This is an optimization exercise on Yosys and OpenROAD, whose aim is a short achievable clock period and few clock cycles per item, not a production implementation.
Function was checked by simulation only, so behaviour that the tests miss may differ from the original.
No activity file was given, so power comes from the tool's default toggle rates.

==> flow/design.v <==
`timescale 1ns/1ps
package yRowPkg;
   typedef logic [256-1:0] rowData;        
   typedef logic [48-1:0] yEntry;       
   typedef logic [11-1:0] rowAddr;
   typedef logic [4-1:0] slotOneHot;        
   typedef logic [$clog2(4)-1:0] slotIndex;
endpackage
`timescale 1ns/1ps
`timescale 1ns/1ps
`timescale 1ns/1ps
`timescale 1ns/1ps
`timescale 1ns/1ps
module yWriteBack
(
   input logic clock,
   input logic reset,
   input logic dpDone,
   input logic cpDone,
   input yRowPkg::rowAddr diagAddr,
   input yRowPkg::rowAddr nonDiagAddr,
   input yRowPkg::slotOneHot diagSlot,
   input yRowPkg::slotOneHot nonDiagSlot,
   input yRowPkg::yEntry computedDiag,
   input yRowPkg::yEntry changeData,
   input yRowPkg::rowData readData1,
   input yRowPkg::rowData readData2,
   output yRowPkg::rowAddr readAddr1,
   output yRowPkg::rowAddr readAddr2,
   output yRowPkg::rowAddr writeAddr,
   output yRowPkg::rowData writeData,
   output logic writeEnable,
   output logic writeDone
);
   function automatic logic oneHot(input yRowPkg::slotOneHot code);
      oneHot = (code == 4'b0001) || (code == 4'b0010) || (code == 4'b0100) || (code == 4'b1000);
   endfunction
   typedef struct packed
   {
      logic keepHi;
      logic [4-1:0] keepLo;
      logic [4-1:0] selCv1;
      logic [4-1:0] selDv2;
      logic [4-1:0] selCv2;
   } rowCtl;
   function automatic rowCtl ctlFor
   (
      input logic itemB,
      input logic itemC,
      input logic eqCB,
      input logic eqDB,
      input logic eqDC,
      input logic legal1,
      input yRowPkg::slotOneHot ns1,
      input logic legal2,
      input yRowPkg::slotOneHot ds2,
      input yRowPkg::slotOneHot ns2
   );
      rowCtl ctl;
      logic isC, isD, kill;
      isC = itemB ? eqCB : itemC;
      isD = itemB ? eqDB : (itemC ? eqDC : 1'b1);
      kill = (itemB && !legal1) || ((isC || isD) && !legal2);
      ctl.keepHi = !kill;
      for (int s = 0; s < 4; s++)
      begin
         ctl.selDv2[s] = legal2 && isC && ds2[s];
         ctl.selCv2[s] = legal2 && isD && ns2[s] && !ctl.selDv2[s];
         ctl.selCv1[s] = legal1 && itemB && ns1[s] && !kill && !ctl.selDv2[s] && !ctl.selCv2[s];
         ctl.keepLo[s] = !kill && !ctl.selDv2[s] && !ctl.selCv2[s] && !ctl.selCv1[s];
      end
      ctlFor = ctl;
   endfunction
   logic busy;        
   logic idle;
   logic load1;       
   logic accept;      
   logic fresh1;      
   logic fresh2;      
   yRowPkg::rowAddr aAddr, bAddr;
   yRowPkg::slotOneHot ns1;
   yRowPkg::yEntry dv1, cv1;
   logic legal1;
   logic eqAB;
   logic [4-1:0] aKeepLo, aSelDv1, aSelCv1;
   logic aKeepHi;
   yRowPkg::rowAddr cAddr, dAddr;
   yRowPkg::slotOneHot ds2, ns2;
   yRowPkg::yEntry dv2, cv2;
   logic legal2;
   logic eqCB, eqDB, eqDC;
   yRowPkg::rowData row1, row2;
   logic pendB, pendC, pendD;
   rowCtl nCtl;
   logic nSrcRow1, nSrcRow2, nSrcRd1, nSrcRd2;
   yRowPkg::rowAddr nAddr;
   logic nLast;
   logic inEqCA, inEqDA, inEqCB, inEqDB, inEqDC;
   logic inLegal2;
   logic hasB, hasC, hasD;
   logic aOh2, aLegalBoth;
   yRowPkg::rowData aRaw, aT1, aBoth, aDiag, aNonDiag;
   yRowPkg::rowData firstRow;
   logic curB, curC;
   logic restB, restC, restD;
   logic folB, folC, folD;
   yRowPkg::rowData nRaw;
   yRowPkg::rowData nextRow;
   logic firstB, firstC, firstD;
   rowCtl ctlIn;
   rowCtl ctlReg;
   assign readAddr1 = diagAddr;
   assign readAddr2 = nonDiagAddr;
   assign idle = !busy;
   assign load1 = idle && dpDone && !cpDone;
   assign accept = idle && dpDone && cpDone;
   assign inEqCA = (diagAddr == aAddr);
   assign inEqDA = (nonDiagAddr == aAddr);
   assign inEqCB = (diagAddr == bAddr);
   assign inEqDB = (nonDiagAddr == bAddr);
   assign inEqDC = (nonDiagAddr == diagAddr);
   assign inLegal2 = oneHot(diagSlot) && oneHot(nonDiagSlot)
      && !(inEqDC && (diagSlot == nonDiagSlot));
   assign hasB = !eqAB;
   assign hasC = !inEqCA && !inEqCB;
   assign hasD = !inEqDA && !inEqDB && !inEqDC;
   assign aRaw = fresh1 ? readData1 : row1;
   assign aOh2 = oneHot(diagSlot) && oneHot(nonDiagSlot);
   assign aLegalBoth = aOh2 && (diagSlot != nonDiagSlot);
   always_comb
   begin
      for (int s = 0; s < 4; s++)
      begin
         for (int b = 0; b < 64; b++)
         begin
            if (b < 48)
            begin
               aT1[s * 64 + b] = (aKeepLo[s] && aRaw[s * 64 + b])
                  || (aSelDv1[s] && dv1[b]) || (aSelCv1[s] && cv1[b]);
               aBoth[s * 64 + b] = aLegalBoth && (diagSlot[s] ? computedDiag[b]
                  : (nonDiagSlot[s] ? changeData[b] : aT1[s * 64 + b]));
               aDiag[s * 64 + b] = aOh2 && (diagSlot[s] ? computedDiag[b]
                  : aT1[s * 64 + b]);
               aNonDiag[s * 64 + b] = aOh2 && (nonDiagSlot[s] ? changeData[b]
                  : aT1[s * 64 + b]);
            end
            else
            begin
               aT1[s * 64 + b] = aKeepHi && aRaw[s * 64 + b];
               aBoth[s * 64 + b] = aLegalBoth && aT1[s * 64 + b];
               aDiag[s * 64 + b] = aOh2 && aT1[s * 64 + b];
               aNonDiag[s * 64 + b] = aOh2 && aT1[s * 64 + b];
            end
         end
      end
   end
   assign firstRow = inEqCA ? (inEqDA ? aBoth : aDiag) : (inEqDA ? aNonDiag : aT1);
   assign firstB = hasB;
   assign firstC = !hasB && hasC;
   assign firstD = !hasB && !hasC;
   assign ctlIn = ctlFor(firstB, firstC, inEqCB, inEqDB, inEqDC, legal1, ns1, inLegal2,
      diagSlot, nonDiagSlot);
   assign curB = pendB;
   assign curC = !pendB && pendC;
   assign restB = 1'b0;
   assign restC = pendC && !curC;
   assign restD = pendD && (curB || curC);
   assign folB = restB;
   assign folC = restC;
   assign folD = !restC && restD;
   assign ctlReg = ctlFor(folB, folC, eqCB, eqDB, eqDC, legal1, ns1, legal2, ds2, ns2);
   always_comb
   begin
      for (int i = 0; i < 256; i++)
         nRaw[i] = (nSrcRow1 && row1[i]) || (nSrcRow2 && row2[i]) || (nSrcRd1 && readData1[i])
            || (nSrcRd2 && readData2[i]);
      for (int s = 0; s < 4; s++)
      begin
         for (int b = 0; b < 48; b++)
            nextRow[s * 64 + b] = (nCtl.keepLo[s] && nRaw[s * 64 + b])
               || (nCtl.selCv1[s] && cv1[b]) || (nCtl.selDv2[s] && dv2[b])
               || (nCtl.selCv2[s] && cv2[b]);
         for (int b = 48; b < 64; b++)
            nextRow[s * 64 + b] = nCtl.keepHi && nRaw[s * 64 + b];
      end
   end
   always_ff @(posedge clock)
   begin
      if (!reset)
      begin
         busy <= 1'b0;
         fresh1 <= 1'b0;
         fresh2 <= 1'b0;
         pendB <= 1'b0;
         pendC <= 1'b0;
         pendD <= 1'b0;
         writeEnable <= 1'b0;
         writeDone <= 1'b0;
      end
      else
      begin
         fresh1 <= load1;
         fresh2 <= accept;
         if (accept)
         begin
            busy <= hasB || hasC || hasD;
            pendB <= hasB;
            pendC <= hasC;
            pendD <= hasD;
            writeEnable <= 1'b1;
            writeDone <= !(hasB || hasC || hasD);
         end
         else if (busy)
         begin
            busy <= !nLast;
            pendB <= 1'b0;
            if (curC)
               pendC <= 1'b0;
            if (!curB && !curC)
               pendD <= 1'b0;
            writeEnable <= 1'b1;
            writeDone <= nLast;
         end
         else
         begin
            writeEnable <= 1'b0;
            writeDone <= 1'b0;
         end
      end
   end
   always_ff @(posedge clock)
   begin
      if (accept)
      begin
         writeAddr <= aAddr;
         writeData <= firstRow;
         nCtl <= ctlIn;
         nSrcRow1 <= 1'b0;
         nSrcRow2 <= firstB;
         nSrcRd1 <= firstC;
         nSrcRd2 <= firstD;
         nAddr <= firstB ? bAddr : (firstC ? diagAddr : nonDiagAddr);
         nLast <= (hasB + hasC + hasD) == 2'd1;
      end
      else
      begin
         writeAddr <= nAddr;
         writeData <= nextRow;
         nCtl <= ctlReg;
         nSrcRow1 <= folC;
         nSrcRow2 <= folD;
         nSrcRd1 <= 1'b0;
         nSrcRd2 <= 1'b0;
         nAddr <= folC ? cAddr : dAddr;
         nLast <= !(folC && restD);
      end
   end
   always_ff @(posedge clock)
   begin
      if (load1)
      begin
         aAddr <= diagAddr;
         bAddr <= nonDiagAddr;
         ns1 <= nonDiagSlot;
         dv1 <= computedDiag;
         cv1 <= changeData;
         eqAB <= (diagAddr == nonDiagAddr);
         legal1 <= oneHot(diagSlot) && oneHot(nonDiagSlot)
            && !((diagAddr == nonDiagAddr) && (diagSlot == nonDiagSlot));
         aKeepHi <= oneHot(diagSlot) && oneHot(nonDiagSlot)
            && !((diagAddr == nonDiagAddr) && (diagSlot == nonDiagSlot));
         for (int s = 0; s < 4; s++)
         begin
            aSelDv1[s] <= diagSlot[s];
            aSelCv1[s] <= (diagAddr == nonDiagAddr) && nonDiagSlot[s];
            aKeepLo[s] <= !diagSlot[s] && !((diagAddr == nonDiagAddr) && nonDiagSlot[s]);
         end
         if (!(oneHot(diagSlot) && oneHot(nonDiagSlot)
            && !((diagAddr == nonDiagAddr) && (diagSlot == nonDiagSlot))))
         begin
            aSelDv1 <= '0;
            aSelCv1 <= '0;
            aKeepLo <= '0;
         end
      end
      if (accept)
      begin
         cAddr <= diagAddr;
         dAddr <= nonDiagAddr;
         ds2 <= diagSlot;
         ns2 <= nonDiagSlot;
         dv2 <= computedDiag;
         cv2 <= changeData;
         legal2 <= inLegal2;
         eqCB <= inEqCB;
         eqDB <= inEqDB;
         eqDC <= inEqDC;
      end
      if (fresh1 || fresh2)
      begin
         row1 <= readData1;
         row2 <= readData2;
      end
   end
endmodule
==> flow/run.sh <==
#!/bin/bash
# synth_recipe.tcl (not shown) runs the flow's synth.tcl, then flattens the netlist and writes it again
# the make line also repeats each setting of config.mk as NAME=value (left out here)
make -C /OpenROAD-flow-scripts/flow DESIGN_CONFIG=/design/flow/config.mk WORK_HOME=/design/flow/orfs CLKGATE_MAP_FILE= SYNTH_SCRIPT=/design/flow/synth_recipe.tcl finish
==> flow/config.mk <==
export PLATFORM = sky130hd
export DESIGN_NAME = yWriteBack
export DESIGN_NICKNAME = yWriteBack
export VERILOG_FILES = /design/flow/design.v
export SDC_FILE = /design/flow/constraint.sdc
export NUM_CORES = 4
export LEC_CHECK = 0
export ABC_CLOCK_PERIOD_IN_PS = 2000
export CAP_MARGIN = 20
export CORE_AREA = 10 10 390 390
export DIE_AREA = 0 0 400 400
export SETUP_SLACK_MARGIN = 3.0
export SLEW_MARGIN = 20
==> flow/constraint.sdc <==
create_clock -name core_clock -period 5.0 [get_ports {clock}]
set_input_delay 1.0000 -clock core_clock [delete_from_list [all_inputs] [get_ports {clock}]]
set_output_delay 1.0000 -clock core_clock [all_outputs]
set_load 0.01 [all_outputs]
==> impl_metrics.env <==
export IMPL_status="no timing/DRC/antenna violations"
export IMPL_nNetsFinal=5745
export IMPL_ff2ff_setup_slack_ns=2.55
export IMPL_drt_first_pass_iters=14
export IMPL_startpoint_type="register"
export IMPL_core_area_um2=143000
export IMPL_ys_seq_area_share_pct=57.7
export IMPL_die_area_um2=160000
export IMPL_async_flop_share_pct=0
export IMPL_drv_slew=0
export IMPL_cts_buffer_depth=3
export IMPL_synth_edff_count=776
export IMPL_post_synth_num_cell_types=51
export IMPL_rsz0062_at_grt="true"
export IMPL_path_cells="xor2_2 -> nor4_4 -> buf_4 -> nand4_1 -> buf_12 -> bufbuf_16 -> a211oi_1 -> a21oi_1 -> o22ai_1"
export IMPL_dp_cells=6678
export IMPL_fin_area_um2=72000
export IMPL_hp_start="nAddr[3]"
export IMPL_antenna_found_initial=92
export IMPL_area_growth_pct=40.9
export IMPL_fin_ws_ns=2.55
export IMPL_skew_ns=0.0306
export IMPL_dp_slack_ns=0.638
export IMPL_critical_path_class="register to register"
export IMPL_cp_num_buf_inv=3
export IMPL_viasPerCell=6.85
export IMPL_setup_viol=0
export IMPL_worstRegToRegCells=9
export IMPL_cp_data_required_time_ns=5.68
export IMPL_ys_flop_type="edfxtp_1"
export IMPL_cpPeakStageDelay_ns=0.47
export IMPL_power_leakage_nw=25.4
export IMPL_reg2reg_to="writeData[18]"
export IMPL_cts_htree_levels=4
export IMPL_timing_fmax_mhz=408
export IMPL_irDropWorstVdd_v=0.000271
export IMPL_drv_cap=0
export IMPL_numCtsBuffers=130
export IMPL_holdWs_ns=0.415
export IMPL_cp_slowest_cell="edfxtp_1"
export IMPL_gp_congestion=0.864
export IMPL_synthesis_area_um2=51100
export IMPL_drc=0
export IMPL_grt_pass1_wl_um=360000
export IMPL_gr_total_overflow=0
export IMPL_p_per_area_nw_per_um2=333
export IMPL_dp_hpwl_um=158000
export IMPL_clk_pin_slew_worst_paths_ns=0.06
export IMPL_grt_pass1_vias=46400
export IMPL_yosysWarningCount=1
export IMPL_wire_per_inst_um=38.5
export IMPL_reg2reg_from="aAddr[5]"
export IMPL_die_w_um=400
export IMPL_via_count=49100
export IMPL_die_y_um=400
export IMPL_max_slew_worst_pin_slew_ns=1.19
export IMPL_grt_max_degree=96
export IMPL_rows=139
export IMPL_first_iter_violations=9925
export IMPL_hold_path_end="writeAddr[3]"
export IMPL_finalCritPeriodShare_pct=49.0
export IMPL_endpoint_kind="register"
export IMPL_root_buffer="clkbuf_16"
export IMPL_grt_usage_pct=31.0
export IMPL_cp_max_fo=13
export IMPL_slew_headroom_pct=20.6
export IMPL_antenna_left=0
export IMPL_cts_tree="yes"
export IMPL_synth_avg_cell_area_um2=12.0
export IMPL_fin_cells=7174
export IMPL_placed_cell_area_um2=62300
export IMPL_routed_wl_um=276000
export IMPL_portBuffers=932
export IMPL_ys_ff_latch=1084
export IMPL_drive_gt1_share_pct=29.8
export IMPL_hold_viol=0
export IMPL_min_path_type="register to register"
export IMPL_crit_arrival_ns=3.13
export IMPL_syn_inst=4262
export IMPL_finalCriticalPeriod_ns=2.45
export IMPL_clock_sinks=1084
export IMPL_clock_latency_ns=0.78
export IMPL_syn_nets=4905
export IMPL_min_path_cells=2
export IMPL_cp_top_family="buffers and inverters"
export IMPL_io_pins=933
export IMPL_start_util_pct=35.6
-- cell families after synthesis --
| logic type | after synthesis | synth area share [%] |
|---|---|---|
| fa+ha+maj | 1 | 0.0392 |
| flops | 1084 | 57.7 |
| mux | 256 | 5.49 |
| compound gates | 1806 | 27.1 |
| xor+xnor | 62 | 1.06 |
| buf+inv | 518 | 4.35 |
| simple gates | 535 | 4.28 |
-- per-layer routing --
metal	track usage (%)	up-vias	routed length [µm]
met5	0	-	370
met4	15.9	58	16700
met3	10.8	998	39000
met2	48.5	4261	124000
met1	37.7	24300	95700
li1	-	19500	-
-- worst max path at each step --
stage                               start              to  slack, ns  depth (start not counted)
after global routing             aAddr[6]  writeData[108]       2.44                         11
after global placement    nonDiagAddr[10]   writeData[95]       0.71                          9
after detailed placement   nonDiagAddr[8]   writeData[95]       0.64                          9
after CTS                        aAddr[0]   writeData[88]       2.61                         10
after floorplan                    fresh1         row1[0]      -0.18                          6
final                            aAddr[5]   writeData[18]       2.55                          9
-- sequential cells by signal, indices dropped and copies added, names as in the netlist, 17 cells and up --
name,flops
row1,256
row2,256
writeData,256
cv1,48
cv2,48
dv1,48
dv2,48
nCtl,17
-- cell usage in the layout (no fill, tap or decap), types with 15 or more instances in the layout --
cell,netlist,routed
clkbuf_1,348,43
nor2_2,0,20
a211oi_1,198,128
nand2_1,267,252
edfxtp_1,776,776
dfxtp_1,308,40
buf_2,60,26
dfxtp_2,0,216
mux2_2,192,192
a22o_1,64,64
mux2i_1,64,64
buf_6,11,289
nand4_1,17,17
a222oi_1,384,384
clkbuf_8,1,16
buf_12,0,79
buf_4,27,124
clkdlybuf4s50_1,0,611
o22ai_2,0,109
a221oi_1,68,67
buf_16,0,33
dfxtp_4,0,52
clkinv_2,0,15
nor2_1,200,172
o22ai_1,257,136
a21oi_1,209,198
a211oi_2,0,69
diode_2,0,61
a22oi_1,385,385
clkbuf_16,0,157
xnor2_1,46,36
a21boi_0,194,194
-- per-stage QoR --
| stage | power, mW | TNS [ns] | util, % |
|---|---|---|---|
| 2_1_floorplan | 12.0 | -91.04 | - |
| 3_3_place_gp | 13.8 | 0 | 43.4 |
| 3_5_place_dp | 13.9 | 0 | 43.4 |
| 4_1_cts | 23.7 | 0 | 48.3 |
| 5_1_grt | 24.6 | 0 | 50.1 |
| 6_report | 24.0 | 0 | 50.2 |
-- worst register-to-register path, delay by kind of cell (launching register included) --
family                    cells  cell delay, ns
and+or+nand+nor               2            0.44
AOI/OAI and AO/OA             3            0.49
xor gates and xnor gates      1            0.22
buffers and inverters         3            0.75
DFF                           1            0.47
-- cell usage after synthesis (64+ instances only) --
cell type,count,area share (%)
edfxtp_1,776,46
a221oi_1,68,1.2
a222oi_1,384,7.5
a21boi_0,194,2.9
clkbuf_1,348,2.6
a22oi_1,385,5.7
dfxtp_1,308,12
o22ai_1,257,3.1
mux2i_1,64,1.3
mux2_2,192,4.2
nor2_1,200,1.5
a22o_1,64,1.1
a21oi_1,209,2.0
nand2_1,267,2.0
a211oi_1,198,2.9
-- power breakdown --
group	internal [mW]	switching (mW)
clock	5.54	4.17
sequential	10.3	0.538
combinational	1.69	1.79
-- cell type report --
class	instances	area (µm²)
antenna	61	153
clock buffer	190	3670
clock inverter	50	613
fill	12600	71500
inverter	6	57.6
multi-input combinational	2666	21200
sequential	1084	29900
tap	1903	2380
timing repair buffer	1212	14000
timing repair inverter	2	17.5
-- what timing repair did --
action,CTS,global route
setup buffers,95,32
cloned,30,38
hold buffers,0,0
endpoints found under the setup margin,1325,721
gates resized for setup,2122,287
pin swaps,19,25
Testbench counts, summed over its fixed seeds: cycles 90,679, pairs 24,000.

-- afterwards: timing with drivers on the ports --
In the flow no input, the clock included, has a driving cell. The finished layout below was timed again as built, in two steps. Step 1: set_driving_cell puts a clkbuf_16 on clock and a buf_2 on each other input, an assumption about the parent block. Step 2 adds t to the input delays and takes it off the output delays; t is the mean of the earliest and latest rising clock arrival at the registers after step 1. Input paths then give back, and output paths get back, about the clock's delay inside the block. Slacks: no drivers / after step 1 / after step 2; pairs: no drivers / after step 1.
t, ns: 0.846
slack for setup (ns): 2.550 / 2.550 / 1.745
pins driven straight from the clock port: 1
After both steps setup and hold are still met in this run. For this run, drivers alone change the setup slack by 0.000 ns; drivers and shift together by -0.805 ns.
